This design comes from an exercise in tuning for small area on the open sky130 flow, not from production work.
Only simulation tests tie the RTL to the original design; equivalence was not proved.

== run A ==
// can_rx_msgbuf
module can_rx_msgbuf
#(
  parameter  int unsigned NUM_FILTERS = 20,
  parameter  int unsigned DEPTH       = 8,
  localparam int unsigned FMI_W       = $clog2(NUM_FILTERS + 1),
  localparam int unsigned OCC_W       = $clog2(DEPTH) + 1
) (
  input  logic                         clk,
  input  logic                         RST,
  input  logic                         clear,
  input  logic                         new_ID,
  input  logic [28:0]                  ID,
  input  logic                         RTR,
  input  logic                         EXT,
  input  logic [7:0]                   data,
  input  logic [3:0]                   data_index,
  input  logic                         load_data,
  input  logic [3:0]                   pkt_size,
  input  logic                         pkt_done,
  input  logic                         pkt_abort,
  input  logic                         enable_overrun,
  input  logic [NUM_FILTERS-1:0]       mask_enable,
  input  logic [KEY_W*NUM_FILTERS-1:0] filter_flat,
  input  logic [KEY_W*NUM_FILTERS-1:0] mask_flat,
  input  logic                         read_fifo,
  output logic [OCC_W-1:0]             occupancy,
  output logic                         full,
  output logic                         empty,
  output logic                         overrun,
  output logic [31:0]                  data_L,
  output logic [31:0]                  data_H,
  output logic [28:0]                  ID_out,
  output logic [3:0]                   pkt_size_out,
  output logic                         RTR_out,
  output logic                         EXT_out,
  output logic [FMI_W-1:0]             fmi_out,
  output logic                         fifo_read
);
clock: 10.0 ns
lec_check: 0
cap_margin: 10
core_area: 10 10 490 490
die_area: 0 0 500 500
slew_margin: 10
standard.sh (not shown) runs the stock make flow with config.mk's settings and CLKGATE_MAP_FILE= SYNTH_SCRIPT=/design/flow/synth_recipe.tcl, a recipe that flattens the netlist after the stock synthesis.
==> flow/flow/run.sh <==
#!/bin/bash
# Standard ORFS layout with an area-oriented abc mapping script, smaller port
# buffers and a lighter clock tree.
set -euo pipefail
work=$PWD
# ORFS scripts with abc's mapping script replaced (registers are untouched:
# abc only maps the logic between them)
rm -rf "$work/scripts_area"
cp -r "$FLOW_HOME/scripts" "$work/scripts_area"
cp "$work/flow/abc_area.script" "$work/scripts_area/abc_speed.script"
# Port buffers: the smallest buffer instead of the default delay-cell pick
export BUFFER_PORTS_ARGS="-buffer_cell sky130_fd_sc_hd__buf_1"
# Clock tree: sink clusters of up to 16 on clkbuf_8, no dummy loads
export CTS_ARGS="-sink_clustering_enable -sink_clustering_size 16 -sink_clustering_max_diameter 50 -repair_clock_nets -dont_use_dummy_load -buf_list {sky130_fd_sc_hd__clkbuf_8}"
bash standard.sh SCRIPTS_DIR="$work/scripts_area" synth > synth_flow.log 2>&1
bash standard.sh > standard_flow.log 2>&1
==> flow/flow/abc_area.script <==
&get -n
&st
&syn2
&dch
&nf -a -p -R 1000 -F 8 -A 4
&st
&syn2
&dch
&nf -a -p -R 1000 -F 8 -A 4
&st
&dch -f
&nf -a -p -R 1000 -F 8 -A 4
&put
topo
Changes in run C relative to run A:
--- a/flow/design.v
+++ b/flow/design.v
@@ -55,35 +55,41 @@
   output logic [FMI_W-1:0]             fmi_out,
   output logic                         fifo_read
 );
   localparam int unsigned AW  = $clog2(DEPTH);
   localparam int unsigned EW  = 8 * MAX_BYTES + FMI_W + 4 + 2 + ID_W;
   logic r_scan, r_dseen, r_post;
+  logic r_commit_n;   
   logic w_commit, w_hold, w_hit, w_last, w_accept, w_done_seen;
+  logic [2:0] w_st_nxt;
   assign w_commit    = r_post & r_dseen;
   assign w_hold      = r_post & ~r_dseen;
   assign w_done_seen = pkt_done | r_dseen;
   assign w_accept    = w_hit | ~(|mask_enable);
-  always_ff @(posedge clk) begin
+  always_comb begin
     if (RST) begin
-      {r_scan, r_dseen, r_post} <= 3'b000;
+      w_st_nxt = 3'b000;
     end else if (new_ID) begin
-      {r_scan, r_dseen, r_post} <= 3'b100;
+      w_st_nxt = 3'b100;
     end else if (pkt_abort && !w_commit) begin
-      {r_scan, r_dseen, r_post} <= 3'b000;
+      w_st_nxt = 3'b000;
     end else if (r_scan) begin
       if (w_hit || w_last) begin
-        {r_scan, r_dseen, r_post} <= w_accept ? {1'b0, w_done_seen, 1'b1} : 3'b000;
+        w_st_nxt = w_accept ? {1'b0, w_done_seen, 1'b1} : 3'b000;
       end else begin
-        {r_scan, r_dseen, r_post} <= {1'b1, w_done_seen, 1'b0};
+        w_st_nxt = {1'b1, w_done_seen, 1'b0};
       end
     end else if (w_hold) begin
-      r_dseen <= pkt_done;
+      w_st_nxt = {1'b0, pkt_done, 1'b1};
     end else begin
-      {r_scan, r_dseen, r_post} <= 3'b000;
-    end
+      w_st_nxt = 3'b000;
+    end
+  end
+  always_ff @(posedge clk) begin
+    {r_scan, r_dseen, r_post} <= w_st_nxt;
+    r_commit_n                <= !(w_st_nxt[1] && w_st_nxt[0]);
   end
   logic [ID_W-1:0]           r_id;
   logic                      r_rtr;
   logic                      r_ext;
   logic [3:0]                r_size;
   logic [MAX_BYTES-1:0][7:0] r_data;
@@ -99,13 +105,13 @@
     end
   end
   for (genvar k = 0; k < MAX_BYTES; k++) begin : g_byte
     logic w_ld;     
     logic w_keep;   
     assign w_ld   = load_data && data_index == 4'(k) && (!w_commit || new_ID);
-    assign w_keep = !w_ld && !new_ID;
+    assign w_keep = !(load_data && data_index == 4'(k) && r_commit_n) && !new_ID;
     always_ff @(posedge clk) begin
       r_data[k] <= (data & {8{w_ld}}) | (r_data[k] & {8{w_keep}});
     end
   end
   logic [KEY_W-1:0]       w_key;
   logic [NUM_FILTERS-1:0] w_sel;
## What came out
- Taking run A as the reference point, the synthesized area per cell of run C rises by 0.23 um2.
- | total routed wire length on the met1 layer | run C vs run A | about 3.2% lower |
- Cmp run C vs run A: largest stage delay on the critical path lower in run C
- The run showing the greater worst hold slack after final layout is run C.
- In the metrics for run A and run C, the one carrying the higher post-route standard cell area excluding fillers is run A.

==> afterwards: timing with drivers on the ports <==
The flow's constraints put no driver on any port. The routed layouts listed below were extracted and timed again, unchanged, in two steps.
Step 1, drivers: a clkbuf_16 drives clk and a buf_2 each remaining input, both assumed.
Step 2, shift: input delay + t, output delay - t, t = (earliest + latest rising clock arrival at the registers) / 2. This alone moves slack from input paths to output paths.
Slacks: no drivers / after step 1 / after step 2; pairs: no drivers / after step 1.
| run | t (ns) | setup WS [ns] | worst register clock-pin slew, ns |
|---|---|---|---|
| run A | 0.895 | 2.189 / 2.189 / 2.189 | 0.11 / 0.11 |
| run C | 0.903 | 2.585 / 2.585 / 2.585 | 0.11 / 0.11 |
After both steps setup and hold are still met in every run listed.
